Context: an optimization exercise on an open-source flow, tuned for small area, a short achievable clock period and few clock cycles per item. The choices shown serve that exercise and are no tape-out recipe. Function was checked by simulation only, so behaviour that the tests miss may differ from the original.

## fullcon_seq_mac
module fullcon_seq_mac #(
   parameter int DEPTH_IN     = 12,
   parameter int N_OUT        = 4,
   parameter int LANES        = 12,
   parameter int WIDTH_DATA   = 16,
   parameter int WIDTH_KERNEL = 8,
   parameter int RELU_EN      = 0
) (
   input  logic                                   clk,
   input  logic                                   rst,
   input  logic                                   in_valid,
   output logic                                   in_ready,
   input  logic [WIDTH_DATA*DEPTH_IN-1:0]         data_in,
   input  logic [WIDTH_KERNEL*DEPTH_IN*N_OUT-1:0] kernel_in,
   input  logic [(WIDTH_DATA+WIDTH_KERNEL+$clog2(DEPTH_IN)+1)*N_OUT-1:0] bias_in,
   output logic                                   out_valid,
   input  logic                                   out_ready,
   output logic [WIDTH_DATA+WIDTH_KERNEL+$clog2(DEPTH_IN):0] data_o,
   output logic [((N_OUT > 1) ? $clog2(N_OUT) : 1)-1:0] out_idx,
   output logic                                   out_last
);
   localparam int WA = 29;    
   localparam int S  = 2;     
   localparam int QD = 4;     
   localparam int WC = $clog2(QD + 1);    
   logic [11:0][15:0]      data_q;
   logic [11:0][3:0]       hd_one_q, hd_two_q, hd_neg_q;   
   logic [3:1][11:0][7:0]  kern_q;      
   logic [3:0][WA-1:0]     bias_q;      
   logic                   vld_q;       
   logic [1:0]             n_q;         
   logic [S:0]             pv_q;        
   logic [QD-1:0][WA-1:0]  q_q;         
   logic [QD-1:0]          qt_q;        
   logic [QD-1:0]          ot_q;        
   logic                   ov_q;        
   logic [1:0]             oi_q;        
   logic issue, accept, last_n, pop, push;
   logic issue_q, in_ready_q;           
   logic vld_nx, room_nopop, room_pop, room_d, last_nx;
   logic [QD-1:0] ot_nopop, ot_pop, qt_nopop, qt_pop;
   assign last_n   = (n_q == 2'd3);
   assign issue    = issue_q;
  ...
For scale: ~6,300 cells after synthesis, about 730 I/O pins, about 0.077 mm^2 of cells after synthesis.
Settings: LEC_CHECK=0, CAP_MARGIN=40, CORE_MARGIN=2, CORE_UTILIZATION=40, SLEW_MARGIN=65; clock period 12.0 ns.
standard.sh (not shown) runs the stock make flow with config.mk's settings and CLKGATE_MAP_FILE= SYNTH_SCRIPT=/design/flow/synth_recipe.tcl, a recipe that flattens the netlist after the stock synthesis.
==> flow/flow/run.sh <==
#!/bin/bash
set -euo pipefail
export BUFFER_PORTS_ARGS="-buffer_cell sky130_fd_sc_hd__buf_1"
bash standard.sh finish > standard.log 2>&1
Testbench counts at the start, summed over its fixed seeds: cycles 1,568, items 1,536.
Change:
--- a/flow/design.v
+++ b/flow/design.v
@@ -28,87 +28,97 @@
    logic [3:1][11:0][7:0]  kern_q;      
    logic [3:0][WA-1:0]     bias_q;      
    logic                   vld_q;       
    logic [1:0]             n_q;         
    logic [S:0]             pv_q;        
    logic [QD-1:0][WA-1:0]  q_q;         
    logic [QD-1:0]          qt_q;        
    logic [QD-1:0]          ot_q;        
    logic                   ov_q;        
+   logic                   ovn_q;       
+   logic [QD-1:0]          qt;          
    logic [1:0]             oi_q;        
+   logic                   last_q;      
    logic issue, accept, last_n, pop, push;
    logic issue_q, in_ready_q;           
+   logic ld_n_q;                        
    logic vld_nx, room_nopop, room_pop, room_d, last_nx;
    logic [QD-1:0] ot_nopop, ot_pop, qt_nopop, qt_pop;
    assign last_n   = (n_q == 2'd3);
    assign issue    = issue_q;
    assign in_ready = in_ready_q;
    assign accept   = in_valid && in_ready;
-   assign pop      = ov_q && out_ready;
+   assign pop      = !ovn_q && out_ready;
+   assign qt       = {qt_q[QD-1:1], !ovn_q};
    assign pv_q[0]  = issue;
    assign push     = pv_q[S];
    assign vld_nx     = vld_q && !(issue && last_n);              
    assign last_nx    = ((n_q + 2'(issue)) == 2'd3);
    assign room_nopop = issue ? !ot_q[QD-2] : !ot_q[QD-1];        
    assign room_pop   = issue ? !ot_q[QD-1] : 1'b1;               
    assign room_d     = pop ? room_pop : room_nopop;
    assign ot_nopop   = issue ? {ot_q[QD-2:0], 1'b1} : ot_q;
    assign ot_pop     = issue ? ot_q : {1'b0, ot_q[QD-1:1]};
-   assign qt_nopop   = push ? {qt_q[QD-2:0], 1'b1} : qt_q;
-   assign qt_pop     = push ? qt_q : {1'b0, qt_q[QD-1:1]};
+   assign qt_nopop   = push ? {qt[QD-2:0], 1'b1} : qt;
+   assign qt_pop     = push ? qt : {1'b0, qt[QD-1:1]};
    always_ff @(posedge clk) begin
       if (rst) begin
          vld_q      <= 1'b0;
          n_q        <= 2'd0;
          issue_q    <= 1'b0;
          in_ready_q <= 1'b1;
+         ld_n_q     <= 1'b0;
          ot_q       <= '0;
       end else begin
          ot_q <= pop ? ot_pop : ot_nopop;
          if (accept) begin
             vld_q      <= 1'b1;
             n_q        <= 2'd0;
             issue_q    <= room_d;
             in_ready_q <= 1'b0;
+            ld_n_q     <= 1'b1;
          end else begin
             vld_q      <= vld_nx;
             n_q        <= n_q + 2'(issue);
             issue_q    <= vld_nx && room_d;
             in_ready_q <= !vld_nx || (last_nx && room_d);
+            ld_n_q     <= !(!vld_nx || (last_nx && room_d));
          end
       end
    end
    logic [11:0][7:0] hd_w;      
    logic [11:0][3:0] hd_one, hd_two, hd_neg;
-   assign hd_w = in_ready ? kernel_in[95:0] : kern_q[1];
+   logic ld;
+   assign ld   = !ld_n_q;
+   assign hd_w = ld ? kernel_in[95:0] : kern_q[1];
    always_comb begin
       for (int i = 0; i < 12; i++) begin
          for (int k = 0; k < 4; k++) begin
             logic w2, w1, w0;
             w2 = hd_w[i][2*k+1];
             w1 = hd_w[i][2*k];
             w0 = (k == 0) ? 1'b0 : hd_w[i][2*k-1];
             hd_one[i][k] = w1 ^ w0;
             hd_two[i][k] = (w2 & ~w1 & ~w0) | (~w2 & w1 & w0);
             hd_neg[i][k] = w2;
          end
       end
    end
    always_ff @(posedge clk) begin
-      if (in_ready) data_q <= data_in;
+      if (ld) data_q <= data_in;
    end
    always_ff @(posedge clk) begin
-      if (in_ready || issue) begin
+      if (ld || issue) begin
          hd_one_q <= hd_one;
          hd_two_q <= hd_two;
          hd_neg_q <= hd_neg;
       end
-      if (in_ready) begin
+      if (ld) begin
          kern_q <= kernel_in[383:96];
          bias_q <= bias_in;
       end else if (issue) begin
          kern_q[1] <= kern_q[2];
          kern_q[2] <= kern_q[3];
          for (int n = 0; n < 3; n++) bias_q[n] <= bias_q[n+1];
       end
    end
    logic [11:0][16:0] xs;
@@ -5757,39 +5767,45 @@
    end
    assign result = row_a + row_b;
    always_ff @(posedge clk) begin
       if (rst) pv_q[S:1] <= '0;
       else     pv_q[S:1] <= pv_q[S-1:0];
    end
    logic [QD-1:0] wr_nopop, wr_pop;
    always_comb begin
       for (int e = 0; e < QD; e++) begin
-         wr_nopop[e] = push && ((e == 0) ? !qt_q[0] : (qt_q[e-1] && !qt_q[e]));
-         wr_pop[e]   = push && ((e == QD - 1) ? 1'b0 : (qt_q[e] && !qt_q[e+1]));
+         wr_nopop[e] = push && ((e == 0) ? !qt[0] : (qt[e-1] && !qt[e]));
+         wr_pop[e]   = push && ((e == QD - 1) ? 1'b0 : (qt[e] && !qt[e+1]));
       end
    end
    always_ff @(posedge clk) begin
       for (int e = 0; e < QD; e++) begin
          if (pop) begin
             if (e == QD - 1 || wr_pop[e]) q_q[e] <= result;
             else q_q[e] <= q_q[(e == QD - 1) ? e : e + 1];
          end else if (wr_nopop[e]) begin
             q_q[e] <= result;
          end
       end
    end
    always_ff @(posedge clk) begin
       if (rst) begin
          qt_q <= '0;
          ov_q <= 1'b0;
+         ovn_q <= 1'b1;
          oi_q <= 2'd0;
+         last_q <= 1'b0;
       end else begin
          qt_q <= pop ? qt_pop : qt_nopop;
          ov_q <= pop ? qt_pop[0] : qt_nopop[0];
-         if (pop) oi_q <= oi_q + 2'd1;
+         ovn_q <= !(pop ? qt_pop[0] : qt_nopop[0]);
+         if (pop) begin
+            oi_q   <= oi_q + 2'd1;
+            last_q <= (oi_q == 2'd2);
+         end
       end
    end
    assign out_valid = ov_q;
    assign data_o    = ((RELU_EN != 0) && q_q[0][WA-1]) ? '0 : q_q[0];
    assign out_idx   = oi_q;
-   assign out_last  = (oi_q == 2'd3);
+   assign out_last  = last_q;
 endmodule
What happened: The changed run completed with no timing, DRC or antenna violations; count of clock-buffer cells in the layout is higher by 17; cell count hardly moves; wire length increases slightly.
Testbench counts after the change, summed over its fixed seeds: cycles 1,568, items 1,536.

---

fullcon_seq_mac, a different RTL version from the one above (not shown whole).
Size: ~6300 cells after synthesis, ~0.077 mm² of cells after synthesis.
clock: 12.0 ns
lec_check: 0
cap_margin: 40
core_margin: 2
core_utilization: 40
slew_margin: 65
Scripts as last shown in full above: flow/flow/run.sh
Testbench counts at the start, summed over its fixed seeds: cycles 1,568, items 1,536.
Then changed:
--- a/flow/design.v
+++ b/flow/design.v
@@ -29,22 +29,20 @@
    logic [3:0][WA-1:0]     bias_q;      
    logic                   vld_q;       
    logic [1:0]             n_q;         
    logic [S:0]             pv_q;        
    logic [QD-1:0][WA-1:0]  q_q;         
    logic [QD-1:0]          qt_q;        
    logic [QD-1:0]          ot_q;        
    logic                   ov_q;        
    logic [1:0]             oi_q;        
-   logic                   last_q;      
    logic issue, accept, last_n, pop, push;
    logic issue_q, in_ready_q;           
-   logic ld_n_q;                        
    logic vld_nx, room_nopop, room_pop, room_d, last_nx;
    logic [QD-1:0] ot_nopop, ot_pop, qt_nopop, qt_pop;
    assign last_n   = (n_q == 2'd3);
    assign issue    = issue_q;
    assign in_ready = in_ready_q;
    assign accept   = in_valid && in_ready;
    assign pop      = ov_q && out_ready;
    assign pv_q[0]  = issue;
    assign push     = pv_q[S];
@@ -57,65 +55,60 @@
    assign ot_pop     = issue ? ot_q : {1'b0, ot_q[QD-1:1]};
    assign qt_nopop   = push ? {qt_q[QD-2:0], 1'b1} : qt_q;
    assign qt_pop     = push ? qt_q : {1'b0, qt_q[QD-1:1]};
    always_ff @(posedge clk) begin
       if (rst) begin
          vld_q      <= 1'b0;
          n_q        <= 2'd0;
          issue_q    <= 1'b0;
          in_ready_q <= 1'b1;
-         ld_n_q     <= 1'b0;
          ot_q       <= '0;
       end else begin
          ot_q <= pop ? ot_pop : ot_nopop;
          if (accept) begin
             vld_q      <= 1'b1;
             n_q        <= 2'd0;
             issue_q    <= room_d;
             in_ready_q <= 1'b0;
-            ld_n_q     <= 1'b1;
          end else begin
             vld_q      <= vld_nx;
             n_q        <= n_q + 2'(issue);
             issue_q    <= vld_nx && room_d;
             in_ready_q <= !vld_nx || (last_nx && room_d);
-            ld_n_q     <= !(!vld_nx || (last_nx && room_d));
          end
       end
    end
    logic [11:0][7:0] hd_w;      
    logic [11:0][3:0] hd_one, hd_two, hd_neg;
-   logic ld;
-   assign ld   = !ld_n_q;
-   assign hd_w = ld ? kernel_in[95:0] : kern_q[1];
+   assign hd_w = accept ? kernel_in[95:0] : kern_q[1];
    always_comb begin
       for (int i = 0; i < 12; i++) begin
          for (int k = 0; k < 4; k++) begin
             logic w2, w1, w0;
             w2 = hd_w[i][2*k+1];
             w1 = hd_w[i][2*k];
             w0 = (k == 0) ? 1'b0 : hd_w[i][2*k-1];
             hd_one[i][k] = w1 ^ w0;
             hd_two[i][k] = (w2 & ~w1 & ~w0) | (~w2 & w1 & w0);
             hd_neg[i][k] = w2;
          end
       end
    end
    always_ff @(posedge clk) begin
-      if (ld) data_q <= data_in;
+      if (accept) data_q <= data_in;
    end
    always_ff @(posedge clk) begin
-      if (ld || issue) begin
+      if (accept || issue) begin
          hd_one_q <= hd_one;
          hd_two_q <= hd_two;
          hd_neg_q <= hd_neg;
       end
-      if (ld) begin
+      if (accept) begin
          kern_q <= kernel_in[383:96];
          bias_q <= bias_in;
       end else if (issue) begin
          kern_q[1] <= kern_q[2];
          kern_q[2] <= kern_q[3];
          for (int n = 0; n < 3; n++) bias_q[n] <= bias_q[n+1];
       end
    end
    logic [11:0][16:0] xs;
@@ -5783,24 +5776,20 @@
             q_q[e] <= result;
          end
       end
    end
    always_ff @(posedge clk) begin
       if (rst) begin
          qt_q <= '0;
          ov_q <= 1'b0;
          oi_q <= 2'd0;
-         last_q <= 1'b0;
       end else begin
          qt_q <= pop ? qt_pop : qt_nopop;
          ov_q <= pop ? qt_pop[0] : qt_nopop[0];
-         if (pop) begin
-            oi_q   <= oi_q + 2'd1;
-            last_q <= (oi_q == 2'd2);
-         end
+         if (pop) oi_q <= oi_q + 2'd1;
       end
    end
    assign out_valid = ov_q;
    assign data_o    = ((RELU_EN != 0) && q_q[0][WA-1]) ? '0 : q_q[0];
    assign out_idx   = oi_q;
-   assign out_last  = last_q;
+   assign out_last  = (oi_q == 2'd3);
 endmodule
Clock-buffer cell count went down by 10.
Via count is higher by 6.7%.
Area after synthesis stays flat.
Worst hold slack stays flat.
Final cell count came out higher by 6.9%.
Final area shrinks by about 0.44%.
Non-clock buffer count rose by 10.
Testbench counts after the change, summed over its fixed seeds: cycles 1,568, items 1,536.

what the ideal ports hide:
In the flow no input, the clock included, has a driving cell. The finished layouts below were timed again as built, in two steps. Step 1 sets driving cells, clkbuf_16 on the clock port and buf_2 on the other inputs (assumed; they add their load-dependent delay and slew). Step 2 adds t to the input delays and takes it off the output delays; t is the mean of the earliest and latest rising clock arrival at the registers after step 1. Input paths then give back, and output paths get back, about the clock's delay inside the block. a / b / c = ideal ports / drivers / drivers and shift; a / b = the first two.
| run | t, ns | slack for setup (ns) | worst setup path after step 2 | latest minus earliest clock arrival (ns) | pins driven straight from the clock port |
|---|---|---|---|---|---|
| the first run of note 1 | 0.905 | 7.724 / 7.628 / 7.831 | input to register | 0.088 / 0.088 | 1 |
| the second run of note 1 | 0.891 | 7.964 / 7.964 / 7.799 | input to register | 0.068 / 0.067 | 1 |
| the first run of note 2 | 0.893 | 8.128 / 8.031 / 7.572 | input to register | 0.096 / 0.097 | 1 |
| the second run of note 2 | 0.896 | 7.499 / 7.576 / 6.680 | input to register | 0.054 / 0.054 | 1 |
After both steps every run listed still meets setup and hold. The setup slack of the second run of note 2, which loses most, moves by +0.077 ns with the drivers and by -0.819 ns with both steps.
